Context: an optimization exercise on an open-source flow, tuned for small area and a short achievable clock period. The choices shown serve that exercise and are no tape-out recipe.
RTL that was checked went through simulation tests only; none was proved equivalent to the original.
Power figures rest on the tool's default switching activity, not on a simulated workload.

==> flow/design.v (excerpt) <==
module cpu_top (
	input  logic                i_clk,
	input  logic                i_rst_n,
	input  cpu_pkg::instr_t     i_instr,
	output cpu_pkg::pc_t        o_pc,
	output logic                o_dmem_we,
	output cpu_pkg::dmem_addr_t o_dmem_addr,
	output cpu_pkg::word_t      o_dmem_wdata,
	output cpu_pkg::status_t    o_status
);
Size: ~7600 cells after synthesis, about 130000 sq um of cells after synthesis.
==> flow/config.mk <==
export PLATFORM = sky130hd
export DESIGN_NAME = cpu_top
export DESIGN_NICKNAME = cpu_top
export VERILOG_FILES = /design/flow/design.v
export SDC_FILE = /design/flow/constraint.sdc
export NUM_CORES = 8
export LEC_CHECK = 0
export CAP_MARGIN = 20
export CORE_MARGIN = 2
export CORE_UTILIZATION = 60
export GPL_ROUTABILITY_DRIVEN = 0
export PLACE_DENSITY = 0.7
export SETUP_SLACK_MARGIN = 5
export SLEW_MARGIN = 20
export SYNTH_HIERARCHICAL = 1
export SYNTH_MEMORY_MAX_BITS = 16384
export SYNTH_MINIMUM_KEEP_SIZE = 0
==> flow/constraint.sdc <==
create_clock -name core_clock -period 16.0 [get_ports {i_clk}]
set_input_delay 3.2000 -clock core_clock [delete_from_list [all_inputs] [get_ports {i_clk}]]
set_output_delay 3.2000 -clock core_clock [all_outputs]
set_load 0.01 [all_outputs]
standard.sh (not shown) runs the stock make flow with config.mk's settings and CLKGATE_MAP_FILE= SYNTH_SCRIPT=/design/flow/synth_recipe.tcl, a recipe that flattens the netlist after the stock synthesis.
==> flow/flow/run.sh <==
#!/bin/bash
# The standard layout with these changes: synthesis sees a strong driver
# and a light load on each module port, so it leaves cells at their smallest
# size; resizing may change a cell's footprint; port buffers are buf_4; timing
# repair aims at a larger setup margin; the clock tree uses clkbuf_8 without
# dummy loads.
set -euo pipefail
bash standard.sh \
  ABC_LOAD_IN_FF=1 \
  ABC_DRIVER_CELL=sky130_fd_sc_hd__buf_4 \
  MATCH_CELL_FOOTPRINT=0 \
  SETUP_SLACK_MARGIN=7.5 \
  TNS_END_PERCENT=20 \
  BUFFER_PORTS_ARGS="-buffer_cell sky130_fd_sc_hd__buf_4" \
  CTS_ARGS="-sink_clustering_enable -repair_clock_nets -dont_use_dummy_load -buf_list sky130_fd_sc_hd__clkbuf_8 -sink_clustering_size 16 -sink_clustering_max_diameter 70" \
  finish > make.log 2>&1
==> next run, changes <==
--- a/flow/flow/run.sh
+++ b/flow/flow/run.sh
@@ -10,6 +10,6 @@
   ABC_DRIVER_CELL=sky130_fd_sc_hd__buf_4 \
   MATCH_CELL_FOOTPRINT=0 \
-  SETUP_SLACK_MARGIN=7.5 \
-  TNS_END_PERCENT=20 \
+  SETUP_SLACK_MARGIN=6.5 \
+  TNS_END_PERCENT=10 \
   BUFFER_PORTS_ARGS="-buffer_cell sky130_fd_sc_hd__buf_4" \
   CTS_ARGS="-sink_clustering_enable -repair_clock_nets -dont_use_dummy_load -buf_list sky130_fd_sc_hd__clkbuf_8 -sink_clustering_size 16 -sink_clustering_max_diameter 70" \
After rerunning:
- cell area decreases by a few percent
- synthesized area is unchanged
- flip-flop and latch count does not change
==> next run, changes <==
--- a/flow/flow/run.sh
+++ b/flow/flow/run.sh
@@ -10,7 +10,7 @@
   ABC_DRIVER_CELL=sky130_fd_sc_hd__buf_4 \
   MATCH_CELL_FOOTPRINT=0 \
-  SETUP_SLACK_MARGIN=6.5 \
-  TNS_END_PERCENT=10 \
+  SETUP_SLACK_MARGIN=7 \
+  TNS_END_PERCENT=20 \
   BUFFER_PORTS_ARGS="-buffer_cell sky130_fd_sc_hd__buf_4" \
-  CTS_ARGS="-sink_clustering_enable -repair_clock_nets -dont_use_dummy_load -buf_list sky130_fd_sc_hd__clkbuf_8 -sink_clustering_size 16 -sink_clustering_max_diameter 70" \
+  CTS_ARGS="-sink_clustering_enable -repair_clock_nets -dont_use_dummy_load -buf_list sky130_fd_sc_hd__clkbuf_8 -sink_clustering_size 18 -sink_clustering_max_diameter 75" \
   finish > make.log 2>&1
GPL_ROUTABILITY_DRIVEN = not set   (was 0)
Die area stays the same.
Design area grows by 2.0%.
Global-route usage grows by 1.4 points.
Final cell count grows by 1.1%.
Power is about the same.
Critical path depth grows by 2.
Worst hold slack is better by 9.3 ps.


Another version of the RTL of cpu_top (not shown whole).
Size in the first run: ~9000 cells after synthesis, about 3100 flip-flops.
export LEC_CHECK = 0
export CAP_MARGIN = 20
export CORE_MARGIN = 2
export CORE_UTILIZATION = 45
export CTS_BUF_LIST = sky130_fd_sc_hd__clkbuf_8 sky130_fd_sc_hd__clkbuf_16
export CTS_CLUSTER_DIAMETER = 45
export CTS_CLUSTER_SIZE = 16
export PLACE_DENSITY = 0.55
export SETUP_SLACK_MARGIN = 5
export SLEW_MARGIN = 20
export SYNTH_MEMORY_MAX_BITS = 16384
create_clock -name core_clock -period 16.0 [get_ports {i_clk}]
==> flow/flow/run.sh <==
#!/bin/bash
# The standard layout, with resizing not held to the same cell footprint and a
# larger setup margin for timing repair, aimed at the worst endpoints.
set -euo pipefail
bash standard.sh MATCH_CELL_FOOTPRINT=0 SETUP_SLACK_MARGIN=7 TNS_END_PERCENT=5 finish > make.log 2>&1
The baseline finished but fails on max-capacitance violations, max-slew violations.
Next try:
==> flow/run.sh (new file) <==
#!/bin/bash
# synth_recipe.tcl (not shown) runs the flow's synth.tcl, then flattens the netlist and writes it again
# the make line also repeats each setting of config.mk as NAME=value (left out here)
make -C /OpenROAD-flow-scripts/flow DESIGN_CONFIG=/design/flow/config.mk WORK_HOME=/design/flow/orfs CLKGATE_MAP_FILE= SYNTH_SCRIPT=/design/flow/synth_recipe.tcl finish
- CAP_MARGIN: 20 -> 50
- CTS_BUF_LIST: sky130_fd_sc_hd__clkbuf_8 sky130_fd_sc_hd__clkbuf_16 -> sky130_fd_sc_hd__clkbuf_8
- CTS_CLUSTER_SIZE: 16 -> 14
- SLEW_MARGIN: 20 -> 75
removed: flow/flow/run.sh
removed: flow/standard.sh
=> With this change the flow produced a clean layout. Power shrinks by 11%. Global-route usage drops by 0.31 points. Setup slack got worse by 750 ps. Register-to-register slack stays flat. Die area does not change. Maximum frequency came out lower by 6.7%. Sequential share of layout area drops by 1.1 points. Synthesized cell count is unchanged. Core utilization went up by 1.1 points. Via count came out lower by 0.59%. Cell count goes up by 3.0%.
Function was not checked in any run of this note: the RTL went through the layout flow alone.


Setup of run A:
RTL: one of the versions met above, not the one the previous note started from.
Size: about 7,600 cells after synthesis, about 130,000 µm² of cells after synthesis.
export LEC_CHECK = 0
export CAP_MARGIN = 20
export CORE_MARGIN = 2
export CORE_UTILIZATION = 60
export GPL_ROUTABILITY_DRIVEN = 0
export PLACE_DENSITY = 0.7
export SETUP_SLACK_MARGIN = 5
export SLEW_MARGIN = 20
export SYNTH_HIERARCHICAL = 1
export SYNTH_MEMORY_MAX_BITS = 16384
export SYNTH_MINIMUM_KEEP_SIZE = 0
create_clock -name core_clock -period 16.0 [get_ports {i_clk}]
==> flow/flow/run.sh <==
#!/bin/bash
# The standard layout with these changes: synthesis sees a strong driver
# and a light load on each module port, so it leaves cells at their smallest
# size; resizing may change a cell's footprint; port buffers are buf_4; timing
# repair aims at a larger setup margin; the clock tree uses clkbuf_8 without
# dummy loads.
set -euo pipefail
bash standard.sh \
  ABC_LOAD_IN_FF=1 \
  ABC_DRIVER_CELL=sky130_fd_sc_hd__buf_4 \
  MATCH_CELL_FOOTPRINT=0 \
  SETUP_SLACK_MARGIN=7 \
  TNS_END_PERCENT=10 \
  BUFFER_PORTS_ARGS="-buffer_cell sky130_fd_sc_hd__buf_4" \
  CTS_ARGS="-sink_clustering_enable -repair_clock_nets -dont_use_dummy_load -buf_list sky130_fd_sc_hd__clkbuf_8 -sink_clustering_size 16 -sink_clustering_max_diameter 70" \
  finish > make.log 2>&1
Run A ended with every stage complete and zero timing, DRC or antenna violations.
--- input diff run A..run B ---
Settings: GPL_ROUTABILITY_DRIVEN: 0 -> unset.
diff --git a/flow/flow/run.sh b/flow/flow/run.sh
--- a/flow/flow/run.sh
+++ b/flow/flow/run.sh
@@ -11,4 +11,4 @@
   MATCH_CELL_FOOTPRINT=0 \
-  SETUP_SLACK_MARGIN=7 \
-  TNS_END_PERCENT=10 \
+  SETUP_SLACK_MARGIN=8 \
+  TNS_END_PERCENT=20 \
   BUFFER_PORTS_ARGS="-buffer_cell sky130_fd_sc_hd__buf_4" \
## What came out
Run B: no failed stages, no open violations at the end
On initial antenna violation count, the higher figure sits with run A, not run B.
The post-route fraction of the period consumed by the critical path on run A is in line with that on run B.
Compared with run A, in run B logic gate share of total power rose by 0.4 points; number of fill cells in the layout lower.
Here is what was changed in the inputs of run C compared with run B.
diff --git a/flow/flow/run.sh b/flow/flow/run.sh
--- a/flow/flow/run.sh
+++ b/flow/flow/run.sh
@@ -11,3 +11,3 @@
   MATCH_CELL_FOOTPRINT=0 \
-  SETUP_SLACK_MARGIN=8 \
+  SETUP_SLACK_MARGIN=7 \
   TNS_END_PERCENT=20 \
Results
From run B to run C the numbers moved as follows: final critical delay including setup and external delays increased 0.066 ns; synthesized area essentially unchanged; worst slack on hold paths decreased 0.0042 ns; fraction of final layout cells with drive strength greater than 1 decreased 1.1 points; buffering overhead decreased 0.43 points. Delta (run C minus run B): sequential cell area has remained practically unchanged; via count of the first global-routing pass went down. Run C: done, clean on timing, DRC and antenna.


JK:
Starting RTL as in the previous note.
clock: 16.0 ns
lec_check: 0
cap_margin: 20
core_margin: 2
core_utilization: 60
gpl_routability_driven: 0
place_density: 0.7
setup_slack_margin: 5
slew_margin: 20
synth_hierarchical: 1
synth_memory_max_bits: 16384
synth_minimum_keep_size: 0
==> flow/flow/run.sh <==
#!/bin/bash
# The standard layout with these changes: synthesis sees a strong driver
# and a light load on each module port, so it leaves cells at their smallest
# size; the instruction and store pins sit together on the top edge;
# resizing may change a cell's footprint; port buffers are buf_4; timing
# repair aims at a larger setup margin; the clock tree uses clkbuf_8 without
# dummy loads.
set -euo pipefail
bash standard.sh \
  ABC_LOAD_IN_FF=1 \
  ABC_DRIVER_CELL=sky130_fd_sc_hd__buf_4 \
  PRE_IO_PLACEMENT_TCL="$PWD/flow/io.tcl" \
  MATCH_CELL_FOOTPRINT=0 \
  SETUP_SLACK_MARGIN=7 \
  TNS_END_PERCENT=20 \
  BUFFER_PORTS_ARGS="-buffer_cell sky130_fd_sc_hd__buf_4" \
  CTS_ARGS="-sink_clustering_enable -repair_clock_nets -dont_use_dummy_load -buf_list sky130_fd_sc_hd__clkbuf_8 -sink_clustering_size 16 -sink_clustering_max_diameter 70" \
  finish > make.log 2>&1
==> flow/flow/io.tcl <==
# Keep the instruction inputs and the store outputs together on one stretch
# of the top edge, so that the paths from one to the other are short.
set pins {}
for {set i 0} {$i < 32} {incr i} { lappend pins "i_instr\[$i\]" "o_dmem_wdata\[$i\]" }
for {set i 0} {$i < 6} {incr i} { lappend pins "o_dmem_addr\[$i\]" }
lappend pins o_dmem_we
set_io_pin_constraint -pin_names $pins -region top:40-300
Modified inputs, MS compared to JK
--- a/flow/flow/run.sh
+++ b/flow/flow/run.sh
@@ -2,6 +2,5 @@
 # The standard layout with these changes: synthesis sees a strong driver
 # and a light load on each module port, so it leaves cells at their smallest
-# size; the instruction and store pins sit together on the top edge;
-# resizing may change a cell's footprint; port buffers are buf_4; timing
+# size; resizing may change a cell's footprint; port buffers are buf_4; timing
 # repair aims at a larger setup margin; the clock tree uses clkbuf_8 without
 # dummy loads.
@@ -10,5 +9,4 @@
   ABC_LOAD_IN_FF=1 \
   ABC_DRIVER_CELL=sky130_fd_sc_hd__buf_4 \
-  PRE_IO_PLACEMENT_TCL="$PWD/flow/io.tcl" \
   MATCH_CELL_FOOTPRINT=0 \
   SETUP_SLACK_MARGIN=7 \
removed: flow/flow/io.tcl
MS finished every stage and its layout cleared the timing, DRC and antenna checks.
Changes observed in MS relative to JK: worst setup slack before clock tree synthesis up 66 ps; share of total power consumed by net switching down 0.99 points; pin slew with the least headroom to its limit down 6.4 ps; wire length of the first global-routing pass down about 6%; first-iteration DRC count down 2,237.
diff inputs: MS => AL
- a change of PLACE_DENSITY from 0.7 to 0.68
- a change of CORE_UTILIZATION from 60 to 57
--- a/flow/flow/run.sh
+++ b/flow/flow/run.sh
@@ -11,5 +11,5 @@
   MATCH_CELL_FOOTPRINT=0 \
   SETUP_SLACK_MARGIN=7 \
-  TNS_END_PERCENT=20 \
+  TNS_END_PERCENT=10 \
   BUFFER_PORTS_ARGS="-buffer_cell sky130_fd_sc_hd__buf_4" \
   CTS_ARGS="-sink_clustering_enable -repair_clock_nets -dont_use_dummy_load -buf_list sky130_fd_sc_hd__clkbuf_8 -sink_clustering_size 16 -sink_clustering_max_diameter 70" \
--- outcome ---
AL vs MS, library cell contributing the largest single delay on the critical path: sky130_fd_sc_hd__nor3_1 vs sky130_fd_sc_hd__nor3_4. AL: all stages complete, timing, DRC and antenna checks passed. Changes observed in AL relative to MS: die outline height increased 2.6%; non-clock buffer count went up by 7.3%. The higher met3 track utilization from global routing came out of MS.

port drivers added, routing unchanged:
No port has a modelled driver above. Below, the same layouts with a new extraction and two added sets of constraints.
Step 1, drivers: a clkbuf_16 drives i_clk and a buf_2 each remaining input, both assumed.
Step 2 adds t to the input delays and takes it off the output delays; t is the mean of the earliest and latest rising clock arrival at the registers after step 1. Input paths then give back, and output paths get back, about the clock's delay inside the block.
a / b / c = ideal ports / drivers / drivers and shift; a / b = the first two.
run	t, ns	setup WS [ns]	hold slack, ns	clock arrival spread, ns	worst register clock-pin slew, ns
the first run of note 1	1.134	6.691 / 6.611 / 5.995	0.475 / 0.475 / 0.475	0.126 / 0.127	0.11 / 0.11
the second run of note 1	1.128	6.092 / 6.067 / 5.952	0.475 / 0.475 / 0.475	0.142 / 0.142	0.11 / 0.11
the third run of note 1	1.106	6.721 / 6.610 / 5.834	0.484 / 0.484 / 0.484	0.085 / 0.084	0.12 / 0.12
the first run of note 2	1.071	5.651 / 5.590 / 4.519	0.494 / 0.494 / 0.494	0.077 / 0.077	0.07 / 0.07
the second run of note 2	1.200	4.904 / 4.861 / 4.228	0.492 / 0.492 / 0.492	0.176 / 0.176	0.10 / 0.10
run A	1.106	6.788 / 6.576 / 6.258	0.475 / 0.475 / 0.475	0.152 / 0.152	0.11 / 0.11
run B	1.122	6.773 / 6.526 / 6.022	0.485 / 0.485 / 0.485	0.151 / 0.151	0.11 / 0.11
run C	1.129	6.707 / 6.620 / 5.933	0.480 / 0.480 / 0.480	0.113 / 0.113	0.11 / 0.11
JK	1.095	6.537 / 6.434 / 5.833	0.481 / 0.481 / 0.481	0.143 / 0.143	0.11 / 0.11
MS	1.118	6.682 / 6.603 / 6.332	0.475 / 0.475 / 0.475	0.156 / 0.156	0.11 / 0.11
AL	1.099	6.701 / 6.499 / 6.271	0.473 / 0.473 / 0.473	0.157 / 0.157	0.12 / 0.12
For the first run of note 2, which loses most, drivers alone change the setup slack by -0.061 ns; drivers and shift together by -1.132 ns.
